This is an optimization exercise on Yosys and OpenROAD, whose aim is small area, not a production implementation.
No functional check of the RTL was part of any run shown here.
Power is estimated from default activity; no workload was simulated.

<file path="flow/design.v">
package mips_pkg;
    typedef enum logic [2:0] {
        STATE_FETCH  = 3'd0,
        STATE_DECODE = 3'd1,
        STATE_EXEC1  = 3'd2,
        STATE_EXEC2  = 3'd3,  
        STATE_HALT   = 3'd4
    } cpu_state_t;
    typedef enum logic [5:0] {
        OP_RTYPE = 6'h00,
        OP_J     = 6'h02,
        OP_JAL   = 6'h03,
        OP_BEQ   = 6'h04,
        OP_ADDIU = 6'h09,
        OP_ANDI  = 6'h0c,
        OP_ORI   = 6'h0d,
        OP_XORI  = 6'h0e,
        OP_LW    = 6'h23,
        OP_SW    = 6'h2b
    } opcode_t;
    typedef enum logic [5:0] {
        FN_SLLV = 6'h04,
        FN_SRLV = 6'h06,
        FN_SRAV = 6'h07,
        FN_JR   = 6'h08,
        FN_JALR = 6'h09,
        FN_ADDU = 6'h21,
        FN_SUBU = 6'h23,
        FN_AND  = 6'h24,
        FN_OR   = 6'h25,
        FN_XOR  = 6'h26,
        FN_SLT  = 6'h2a,
        FN_SLTU = 6'h2b
    } funct_t;
    typedef enum logic [2:0] {
        ALUOP_ADD, ALUOP_SUB, ALUOP_FUNCT, ALUOP_AND, ALUOP_OR, ALUOP_XOR
    } alu_op_t;
    typedef enum logic [3:0] {
        ALU_ADD, ALU_SUB, ALU_AND, ALU_OR, ALU_XOR,
        ALU_SLT, ALU_SLTU, ALU_SLL, ALU_SRL, ALU_SRA
    } alu_func_t;
    typedef enum logic [1:0] {PC_ALU, PC_ALUOUT, PC_JUMP_TARGET, PC_REG_A} pc_source_t;
    typedef enum logic [1:0] {DST_RT, DST_RD, DST_RA} reg_dst_t;
    typedef enum logic [1:0] {WB_ALUOUT, WB_MDR, WB_PC} mem_to_reg_t;
    typedef enum logic [2:0] {
        SRCB_B, SRCB_FOUR, SRCB_SIGN_IMM, SRCB_BRANCH_OFFSET, SRCB_ZERO_IMM
    } alu_src_b_t;
endpackage
module mips_core (
    input  logic        clk,
    input  logic        reset,
    output logic [31:0] mem_addr,
    output logic        mem_read,
    output logic        mem_write,
    output logic [31:0] mem_wdata,
    input  logic [31:0] mem_rdata,
    output logic        trap
);
    logic [2:0] cnt;           
    logic       clr, halt;
    logic [1:0] ph;
    logic       s1, s2;
    assign ph = cnt[1:0];
    assign s1 = !clr && !halt && !cnt[2];
    assign s2 = !clr && !halt &&  cnt[2];
    logic [31:0] ins;
    logic [5:0]  op, fn;
    logic        rtype, r_alu, r_slt, r_sh, r_jr, r_jalr, i_alu, i_sext;
    logic        o_lw, o_sw, o_beq, o_j, o_jal, legal;
    assign ins    = mem_rdata;
    assign op     = ins[31:26];
    assign fn     = ins[5:0];
    assign rtype  = (op == 6'h00);
    assign r_alu  = rtype && (fn == 6'h21 || fn == 6'h23 || fn == 6'h24 ||
                              fn == 6'h25 || fn == 6'h26);
    assign r_slt  = rtype && (fn == 6'h2a || fn == 6'h2b);
    assign r_sh   = rtype && (fn == 6'h04 || fn == 6'h06 || fn == 6'h07);
    assign r_jr   = rtype && (fn == 6'h08);
    assign r_jalr = rtype && (fn == 6'h09);
    assign i_alu  = (op == 6'h09 || op == 6'h0c || op == 6'h0d || op == 6'h0e);
    assign o_lw   = (op == 6'h23);
    assign o_sw   = (op == 6'h2b);
    assign o_beq  = (op == 6'h04);
    assign o_j    = (op == 6'h02);
    assign o_jal  = (op == 6'h03);
    assign i_sext = (op == 6'h09) || o_lw || o_sw;
    assign legal  = r_alu || r_slt || r_sh || r_jr || r_jalr || i_alu ||
                    o_lw || o_sw || o_beq || o_j || o_jal;
    logic [31:2] pc;
    logic [31:0] t1;           
    logic [31:0] t2;           
    logic        cy;           
    logic        cond;         
    logic        k_we, k_pct1, k_beq, k_jtop, k_lw, k_sw, k_left, k_arith;
    logic [1:0]  k_wsrc;       
    logic [4:0]  k_widx;
    logic [31:0] rf [32];      
    logic [7:0]  head [32];
    logic [7:0]  rda, rdb, wd;
    logic        we;
    logic [4:0]  widx;
    always_comb begin
        head[0] = 8'h00;
        for (int k = 1; k < 32; k++) head[k] = rf[k][7:0];
    end
    assign rda = head[ins[25:21]];
    assign rdb = head[ins[20:16]];
    for (genvar k = 1; k < 32; k++) begin : g_rf
        always_ff @(posedge clk) begin
            rf[k] <= {(clr || (we && widx == k)) ? wd : rf[k][7:0], rf[k][31:8]};
        end
    end
    logic [31:0] pcx, bconst;
    logic [7:0]  a, b, bx, alu, sum;
    logic        sub, cin, cout, use_pc, use_rt, a_zero, lt;
    logic [1:0]  lop;          
    assign pcx = {pc, 2'b11};   
    always_comb begin
        if (s1) begin
            sub    = r_slt || (rtype && fn == 6'h23);
            use_pc = o_beq;
            a_zero = o_j || o_jal;
            use_rt = r_alu || r_slt;
            if (rtype && fn[5:2] == 4'b1001)      lop = fn[1:0];
            else if (op[5:2] == 4'b0011)          lop = op[1:0];
            else                                  lop = 2'b11;
            if (i_sext)       bconst = {{16{ins[15]}}, ins[15:0]};
            else if (i_alu)   bconst = {16'h0000, ins[15:0]};
            else if (o_beq)   bconst = {{14{ins[15]}}, ins[15:0], 2'b01};
            else if (o_j || o_jal) bconst = {4'h0, ins[25:0], 2'b00};
            else              bconst = 32'h0;
        end else begin
            sub    = 1'b0;
            use_pc = 1'b1;
            a_zero = 1'b0;
            use_rt = 1'b0;
            lop    = 2'b11;
            bconst = 32'h1;
        end
    end
    assign a    = a_zero ? 8'h00 : (use_pc ? pcx[ph*8 +: 8] : rda);
    assign b    = use_rt ? rdb : bconst[ph*8 +: 8];
    assign bx   = b ^ {8{sub}};
    assign cin  = (ph == 2'd0) ? sub : cy;
    assign {cout, sum} = {1'b0, a} + {1'b0, bx} + {8'h00, cin};
    assign lt   = (!fn[0] && (a[7] ^ b[7])) ? a[7] : !cout;    
    always_comb begin
        case (lop)
            2'b00:   alu = a & b;
            2'b01:   alu = a | b;
            2'b10:   alu = a ^ b;
            default: alu = sum;
        endcase
    end
    logic [4:0]  sa, rot;
    logic [63:0] t2t2;
    logic [7:0]  rotd, shd;
    logic        fillbit;
    assign sa      = t1[4:0];
    assign rot     = k_left ? (5'd0 - sa) : sa;
    assign t2t2    = {t2, t2} >> rot;
    assign rotd    = t2t2[7:0];
    assign fillbit = k_arith && t2[(3 - ph) * 8 + 7];
    always_comb begin
        for (int k = 0; k < 8; k++) begin
            logic [4:0] t;
            logic       fill;
            t    = {ph, 3'(k)};
            fill = k_left ? (t < sa) : ((~t) < sa);
            shd[k] = fill ? fillbit : rotd[k];
        end
    end
    logic [7:0] t1d, pcn;
    assign t1d = t1[ph*8 +: 8];
    always_comb begin
        we   = 1'b0;
        widx = k_widx;
        wd   = alu;
        if (s1) begin
            we   = r_alu || i_alu;
            widx = rtype ? ins[15:11] : ins[20:16];
        end else if (s2) begin
            we = k_we;
            case (k_wsrc)
                2'd0:    wd = alu;
                2'd1:    wd = {7'h00, cond && ph == 2'd0};
                2'd2:    wd = shd;
                default: wd = mem_rdata[ph*8 +: 8];
            endcase
        end
        if (clr) wd = 8'h00;
    end
    always_comb begin
        if (k_pct1 || (k_beq && cond)) begin
            pcn = t1d;
            if (k_jtop && ph == 2'd3) pcn[7:4] = alu[7:4];
        end else begin
            pcn = alu;
        end
        if (clr) pcn = 8'h00;
    end
    always_ff @(posedge clk) begin
        if (reset) begin
            cnt  <= 3'b100;
            clr  <= 1'b1;
            halt <= 1'b0;
        end else begin
            cnt <= cnt + 3'd1;
            if (cnt == 3'b111) clr <= 1'b0;
            if (s1 && !legal) halt <= 1'b1;
        end
    end
    always_ff @(posedge clk) begin
        cy <= cout;
        t2 <= {s1 ? rdb : t2[7:0], t2[31:8]};
        if (s1) begin
            case (ph)
                2'd0: t1[7:0]   <= alu;
                2'd1: t1[15:8]  <= alu;
                2'd2: t1[23:16] <= alu;
                default: t1[31:24] <= alu;
            endcase
            if (ph == 2'd3 && r_slt) cond <= lt;
            else cond <= (ph == 2'd0 || cond) && (rda == rdb);
            k_we    <= r_slt || r_sh || o_lw || o_jal || r_jalr;
            k_wsrc  <= r_slt ? 2'd1 : r_sh ? 2'd2 : o_lw ? 2'd3 : 2'd0;
            k_widx  <= o_jal ? 5'd31 : rtype ? ins[15:11] : ins[20:16];
            k_pct1  <= o_j || o_jal || r_jr || r_jalr;
            k_beq   <= o_beq;
            k_jtop  <= o_j || o_jal;
            k_lw    <= o_lw;
            k_sw    <= o_sw;
            k_left  <= (fn[1] == 1'b0);
            k_arith <= fn[0];
        end
        if (s2 || clr) begin
            case (ph)
                2'd0: pc[7:2]   <= pcn[7:2];
                2'd1: pc[15:8]  <= pcn;
                2'd2: pc[23:16] <= pcn;
                default: pc[31:24] <= pcn;
            endcase
        end
    end
    assign mem_addr  = cnt[2] ? {t1[31:2], 2'b00} : {pc, 2'b00};
    assign mem_read  = s1 || (s2 && k_lw);
    assign mem_write = s2 && k_sw && ph == 2'd0;
    assign mem_wdata = t2;
    assign trap      = halt;
endmodule
</file>
<file path="flow/run.sh">
#!/bin/bash
# synth_recipe.tcl (not shown) runs the flow's synth.tcl, then flattens the netlist and writes it again
# the make line also repeats each setting of config.mk as NAME=value (left out here)
make -C /OpenROAD-flow-scripts/flow DESIGN_CONFIG=/design/flow/config.mk WORK_HOME=/design/flow/orfs CLKGATE_MAP_FILE= SYNTH_SCRIPT=/design/flow/synth_recipe.tcl finish
</file>
<file path="flow/config.mk">
export PLATFORM = sky130hd
export DESIGN_NAME = mips_core
export DESIGN_NICKNAME = mips_core
export VERILOG_FILES = /design/flow/design.v
export SDC_FILE = /design/flow/constraint.sdc
export NUM_CORES = 4
export LEC_CHECK = 0
export CAP_MARGIN = 20
export CORE_MARGIN = 2
export CORE_UTILIZATION = 40
export SLEW_MARGIN = 20
</file>
<file path="flow/constraint.sdc">
create_clock -name core_clock -period 12.0 [get_ports {clk}]
set_input_delay 2.4000 -clock core_clock [delete_from_list [all_inputs] [get_ports {clk}]]
set_output_delay 2.4000 -clock core_clock [all_outputs]
set_load 0.01 [all_outputs]
</file>
==> results.cfg, run 1 <==
[cts]
cts_resized = 0
cts_max_level = 3
path_clk_slew_ns = 0.06
cts_setup_buffers = 0
cts_max_path_buffers = 3
cts_sinks = 1108
cts_hold_buf = 0
cts-root-buf = clkbuf_16
numCtsBuffers = 104
insertion_delay_ns = 0.71
cts_tree = yes

[worst_setup_path]
end_kind = flip-flop
cp-start-kind = input pin
ff2ff_setup_slack_ns = 5.70
cp_max_fo = 32
arrival_ns = 9.65
crit_required_ns = 12.57
worstSetupPathType = in2reg

[sta]
fin_skew_ns = 0.0295
max_freq_ghz = 0.110
rsz0062_at_grt = no
fin_crit_ns = 9.08
tns_ns = 0
setup_ws_ns = 2.92
hold_viol_final = 0
period_share = 0.757
maxSlewHeadroom = 0.205
setup_viol = 0
tightest_slew_ns = 1.19
drv_slew = 0

[synth]
syn_area_mm2 = 0.0370
ys_seq_area_frac = 0.621
synth_area_leaders = dfxtp_1 56%, edfxtp_1 6.3%, mux2_2 6.3%
ys_async_sr_fraction = 0
netlist_instances = 2841
ys.warnings.count = 3
ys.flop_type = dfxtp_1
synth_cell_types = 97
synth_seq_cells = 1108
avgSynthCellArea_um2 = 13.0
synth_edf_count = 78
synth_top_area_share = 0.557
synth_top_area_cell = dfxtp_1

[die]
core_area_mm2 = 0.0917
ios = 101
die_w_um = 308
die_h_um = 308
die_area_mm2 = 0.0949
rows = 111
initial_core_util = 0.404

[route]
wl_mm = 136
vias = 24231
avgViaCountPerCell = 5.75
drt_iter0_markers = 2577
detail_route.wl_per_cell_um = 32.4
drc = 0
dr.pass1.iters = 6
detail-route-antenna-nets = 0

[placement]
dp.final_hpwl_mm = 98.0
gp_congestion = 1.02
dp_worst_setup_slack_ns = 2.34
io_buffers = 98
placed_area_mm2 = 0.0392

[global_routing]
grt_start_max_net_pins = 49
grt-ovfl-total = 0
groute.usage.overall = 0.286
grt_pass1_wl_mm = 190
grt_pass1_vias = 23880
antenna_found_initial = 4

[run]
drv_cap = 0

[power]
total_power_mw = 8.05
peakVddDrop_v = 0.000119
cellLeakagePower_nw = 16.9
powerDensity_mw_per_mm2 = 189

[cells_and_area]
area_growth_pct = 15.4
final_nets = 3013
fin_area_mm2 = 0.0427
drive_gt1_frac = 0.219

[status]
outcome = timing/DRC/antenna clean

[min_path]
hold_class = reg2reg
==> worst max-delay path, stage by stage <==
cell and delay (ns):
buf_2 0.58, buf_4 0.53, nor3b_4 0.09, buf_4 0.23, and2_1 0.23, a22o_1 0.27
a2111oi_0 0.55, buf_4 0.20, nor4bb_1 0.74, buf_4 0.29, nor2_1 0.05, o21ai_1 0.35
xnor2_1 0.18, ha_1 0.24, nor2b_1 0.14, o21a_1 0.17, or3_1 0.30, a311oi_1 0.37
nor2_1 0.19, nand2_1 0.43, nand2_1 0.57, mux2_2 0.47
==> final cells by class <==
type,count,area [µm²]
Sequential cell,1108,23000
Inverter,37,139
Timing Repair Buffer,176,1540
Antenna cell,2,5.00
Clock buffer,145,2980
Multi-Input combinational cell,1515,13100
Fill cell,8140,49000
Tap cell,1186,1480
Clock inverter,43,504
==> synth_stat cells, types with 12 or more instances <==
| cell type | count |
|---|---|
| dfxtp_1 | 1030 |
| mux2_2 | 207 |
| nand3_1 | 114 |
| nand2_1 | 111 |
| nor2_1 | 92 |
| clkbuf_1 | 87 |
| edfxtp_1 | 78 |
| a22oi_1 | 72 |
| mux4_2 | 66 |
| mux2_4 | 65 |
| o21ai_0 | 61 |
| mux2i_1 | 54 |
| and3_1 | 50 |
| a21oi_1 | 47 |
| buf_2 | 41 |
| a32oi_1 | 35 |
| ha_1 | 35 |
| and2_1 | 34 |
| inv_1 | 34 |
| nand4_1 | 32 |
| a31oi_1 | 29 |
| nor2b_1 | 28 |
| buf_6 | 26 |
| buf_1 | 22 |
| nand2b_1 | 18 |
| nor3_1 | 17 |
| nor3b_1 | 17 |
| a22o_1 | 16 |
| a31oi_4 | 16 |
| mux2_1 | 16 |
| nand3b_1 | 14 |
| a221oi_1 | 13 |
| nor4_1 | 13 |
| a2111oi_0 | 12 |
| or4_1 | 12 |
| xnor2_1 | 12 |
==> metal layers <==
layer | wire, µm | track usage | up-vias | part of all wire
li1 | - | - | 10572 | -
met5 | 14 | 0 | - | 0.00010
met2 | 62600 | 0.458 | 1242 | 0.46
met4 | 6900 | 0.139 | 2 | 0.051
met1 | 56800 | 0.370 | 12154 | 0.42
met3 | 10000 | 0.0557 | 261 | 0.074
==> where the power goes <==
part / leakage (nW) / switching, mW / internal, mW
registers: 9.11 / 0.186 / 4.00
logic: 6.02 / 0.339 / 0.216
clock network: 1.73 / 1.39 / 1.91
==> path summary, 6_finish.rpt <==
check	from	end	cells past startpoint
hold / removal	rf[8][28]	rf[8][20]	0
setup / recovery	mem_rdata[17]	rf[29][27]	22
hold reg to reg	rf[8][28]	rf[8][20]	0
setup reg to reg	rf[19][1]	rf[29][27]	18
==> cells in the final DEF (no fill, tap or decap), drive strengths merged, types with 17 or more instances in the layout <==
master and n:
nor3 17, a22oi 73, nor2 96, a31oi 45
and3 50, and2 36, mux4 66, clkdlybuf4s50 93
mux2 288, clkinv 26, nor3b 17, ha 35
nand2 111, nand2b 18, dfxtp 1030, buf 83
o21ai 69, nor2b 28, a32oi 35, nand3 114
mux2i 55, edfxtp 78, a21oi 53, nand4 32
inv 44, clkbuf 145
==> through the flow <==
step	std cells	utilization	hold slack [ns]
2_1_floorplan	2842	-	0.310
3_3_place_gp	4021	0.427	0.310
3_5_place_dp	4022	0.427	0.312
4_1_cts	4210	0.465	0.302
5_1_grt	4210	0.465	0.309
6_report	4212	0.466	0.307
==> sequential cells by signal (all words and copies together) (netlist names) <==
register,flops
k_arith,1
t1,32
k_pct1,1
k_widx,5
t2,32
k_we,1
k_beq,1
k_jtop,1
halt,1
rf,992
pc,30
cy,1
k_lw,1
clr,1
cnt,3
k_wsrc,2
k_sw,1
k_left,1
cond,1
==> cell families (layout without fill, tap and decap cells) <==
| family | count (synthesis) | count (layout) | synth area share |
|---|---|---|---|
| AOI/OAI and AO/OA | 442 | 442 | 0.0941 |
| xor gates and xnor gates | 23 | 23 | 0.00545 |
| adders and majority gates | 37 | 37 | 0.0129 |
| buffers and inverters | 219 | 401 | 0.0294 |
| DFF | 1108 | 1108 | 0.621 |
| muxes | 409 | 409 | 0.149 |
| other | 1 | 4 | 0.000101 |
| and+or+nand+nor | 602 | 602 | 0.0879 |
==> inputs of run 2 (changes only) <==
--- a/flow/design.v
+++ b/flow/design.v
@@ -103,8 +103,14 @@
         head[0] = 8'h00;
         for (int k = 1; k < 32; k++) head[k] = rf[k][7:0];
     end
-    assign rda = head[ins[25:21]];
-    assign rdb = head[ins[20:16]];
+    always_comb begin
+        rda = 8'h00;
+        rdb = 8'h00;
+        for (int k = 1; k < 32; k++) begin
+            rda = rda | (head[k] & {8{ins[25:21] == k}});
+            rdb = rdb | (head[k] & {8{ins[20:16] == k}});
+        end
+    end
     for (genvar k = 1; k < 32; k++) begin : g_rf
         always_ff @(posedge clk) begin
             rf[k] <= {(clr || (we && widx == k)) ? wd : rf[k][7:0], rf[k][31:8]};
--- a/flow/config.mk
+++ b/flow/config.mk
@@ -8,4 +8,5 @@
 export CAP_MARGIN = 20
 export CORE_MARGIN = 2
 export CORE_UTILIZATION = 40
+export CTS_BUF_LIST = sky130_fd_sc_hd__clkbuf_4
 export SLEW_MARGIN = 20
==> run 2 against run 1 <==
Against the previous run:
- first-iteration DRC count decreased by 6.9%
- sequential cell count unchanged
- wire length decreased by 1.5%
- critical path type unchanged
- critical endpoint is now rf[1][25]
- largest cell class unchanged
- largest power group unchanged
==> results.cfg, run 2 <==
[cts]
cts_max_path_buffers = 4
cts_tree = yes
cts_sinks = 1108
cts-root-buf = clkbuf_4
cts_hold_buf = 0
cts_max_level = 5
insertion_delay_ns = 1.21
numCtsBuffers = 288
path_clk_slew_ns = 0.06
cts_setup_buffers = 0
cts_resized = 0

[global_routing]
antenna_found_initial = 6
groute.usage.overall = 0.286
grt-ovfl-total = 0
grt_pass1_vias = 25696
grt_pass1_wl_mm = 190
grt_start_max_net_pins = 103

[placement]
placed_area_mm2 = 0.0387
gp_congestion = 1.03
dp_worst_setup_slack_ns = 3.10
io_buffers = 98
dp.final_hpwl_mm = 97.5

[power]
total_power_mw = 7.33
peakVddDrop_v = 0.000122
powerDensity_mw_per_mm2 = 174
cellLeakagePower_nw = 16.2

[sta]
fin_skew_ns = 0.139
fin_crit_ns = 8.00
setup_viol = 0
tns_ns = 0
drv_slew = 0
setup_ws_ns = 4.00
maxSlewHeadroom = 0.230
max_freq_ghz = 0.125
hold_viol_final = 0
rsz0062_at_grt = no
tightest_slew_ns = 1.15
period_share = 0.667

[cells_and_area]
largestRegisters = rf: 992 flops, t1: 32 flops, t2: 32 flops
mostFrequentLayoutCells = 1027 x dfxtp_1, 391 x clkbuf_4, 164 x mux2i_1
area_growth_pct = 16.0
layout_commonest_cell = dfxtp_1
top_register = rf
fin_area_mm2 = 0.0421
final_nets = 3315
largest_register_ffs = 992
drive_gt1_frac = 0.217
n_fill_cell = 8229

[synth]
synth_top_area_cell = dfxtp_1
ys_async_sr_fraction = 0
ys_top_cells_by_count = 1030 x dfxtp_1, 164 x mux2i_1, 138 x mux2_2
netlist_instances = 2947
ys.warnings.count = 3
ys.flop_type = dfxtp_1
ys_seq_area_frac = 0.632
synth_cell_types = 89
synth_edf_count = 78
syn_area_mm2 = 0.0363
synth_area_leaders = dfxtp_1 57%, edfxtp_1 6.5%, mux2i_1 4.5%
avgSynthCellArea_um2 = 12.3
synth_seq_cells = 1108
synth_most_common_cell = dfxtp_1
synth_top_area_share = 0.568

[worst_setup_path]
crit_required_ns = 12.98
path_cells = clkdlybuf4s50_1 -> buf_4 -> nor3b_4 -> buf_4 -> and2_0 -> a22oi_1 -> nand3_1 -> or4_1 -> o21ai_0 -> a21oi_1 -> inv_1 -> fa_1 -> fa_1 -> nor2_1 -> a211oi_1 -> a21oi_1 -> a22oi_1 -> o211a_2 -> o21ai_0
cp_slowest_stage_delay_ns = 0.95
r2r-start = rf[2][3]
cp_max_fo = 31
arrival_ns = 8.98
cp-startpoint = mem_rdata[24]
end_kind = flip-flop
crit_slowest_cell = and2_0
cp-start-kind = input pin
worstSetupPathType = in2reg

[route]
drt_iter0_markers = 2398
wl_mm = 134
drc = 0
vias = 25577
detail_route.wl_per_cell_um = 29.3
avgViaCountPerCell = 5.57
detail-route-antenna-nets = 0
dr.pass1.iters = 6

[die]
die_h_um = 305
die_w_um = 305
rows = 110
die_area_mm2 = 0.0932
ios = 101
core_area_mm2 = 0.0900
initial_core_util = 0.403

[status]
outcome = timing/DRC/antenna clean

[min_path]
hold_path.startpoint = rf[7][25]
hold_class = reg2reg

[run]
drv_cap = 0
run 2: cell count changes in the layout (fill, tap and decap cells not counted), moves of 22 or more:
| cell | before | now |
|---|---|---|
| clkbuf_4 | 0 | 391 |
| clkinv_1 | 3 | 42 |
| mux2_2 | 207 | 138 |
| o21ai_0 | 59 | 102 |
| and3_1 | 50 | 28 |
| nand3b_1 | 14 | 88 |
| clkbuf_16 | 106 | 0 |
| a31oi_1 | 29 | 3 |
| nand2b_1 | 18 | 98 |
| o21ai_1 | 4 | 27 |
| mux2i_1 | 53 | 164 |
| mux2_4 | 65 | 0 |
run 2: path summary, 6_finish.rpt:
check        slack, ns  cells past startpoint         end
max reg2reg       6.19                     18  rf[12][29]
min               0.26                      0   rf[7][17]
max               4.00                     19   rf[1][25]
min reg2reg       0.26                      0   rf[7][17]
run 2: worst max-delay path, delay by kind of cell:
kind,cells,cell delay [ns]
adder cells (fa/ha/maj),2,0.99
buffers and inverters,4,1.32
AO/OA/AOI/OAI,8,2.53
AND/OR/NAND/NOR,5,1.66
run 2: area by class of cell:
type                            count  area [µm²]  area share
Sequential cell                  1108       23000       0.545
Multi-Input combinational cell   1634       12600       0.299
Clock buffer                      391        2940      0.0697
Timing Repair Buffer              172        1530      0.0364
Tap cell                         1176        1470      0.0349
Clock inverter                     61         428      0.0102
Inverter                           40         150     0.00357
Antenna cell                        8        20.0    0.000475
run 2: routing by layer:
layer | track usage | vias up | part of all wire
met5 | 0 | - | 0.00023
met4 | 0.136 | 4 | 0.043
met3 | 0.0623 | 264 | 0.065
met2 | 0.445 | 1155 | 0.45
met1 | 0.380 | 12729 | 0.44
li1 | - | 11425 | -
run 2: kinds of logic (layout without fill, tap and decap cells):
| group | Yosys count | in the layout | share of synthesized area |
|---|---|---|---|
| other | 1 | 10 | 0.000103 |
| adders and majority gates | 37 | 37 | 0.0132 |
| xor gates and xnor gates | 22 | 22 | 0.00582 |
| AOI/OAI and AO/OA | 470 | 470 | 0.0906 |
| and+or+nand+nor | 754 | 754 | 0.116 |
| muxes | 349 | 349 | 0.117 |
| DFF | 1108 | 1108 | 0.632 |
| buffers and inverters | 206 | 664 | 0.0251 |
run 2: report_power, final:
group / switching (mW) / total (mW) / internal, mW
clock: 1.39 / 3.03 / 1.64
combinational: 0.257 / 0.400 / 0.144
sequential: 0.0664 / 3.89 / 3.83
total: 1.71 / 7.33 / 5.61
run 2: stage by stage:
step	hold slack (ns)	std cells	utilization
floorplan	0.310	2948	-
global placement	0.310	4126	0.430
detailed placement	0.312	4130	0.430
CTS	0.253	4582	0.468
global route	0.260	4587	0.468
finish	0.255	4590	0.468

==> separate check: timing with driven ports <==
No port has a modelled driver above. Below, the same layouts with a new extraction and two added sets of constraints. Step 1, drivers: a clkbuf_16 drives clk and a buf_2 each remaining input, both assumed. Step 2 times the ports against the registers' clock, not the clock port: input delays grow and output delays shrink by t, the midpoint of the rising clock arrivals with the driver on. Slacks: ideal / step 1 / step 2; pairs: ideal / step 1.
run | shift t [ns] | setup WS [ns] | worst hold slack (ns) | clock arrival spread, ns
run 1 | 0.759 | 2.919 / 2.938 / 2.179 | 0.307 / 0.307 / 0.307 | 0.029 / 0.030
run 2 | 1.207 | 4.000 / 4.036 / 2.830 | 0.255 / 0.255 / 0.255 | 0.139 / 0.139
After both steps setup and hold are still met in every run listed. For run 2, which loses most, drivers alone change the setup slack by +0.036 ns; drivers and shift together by -1.170 ns.
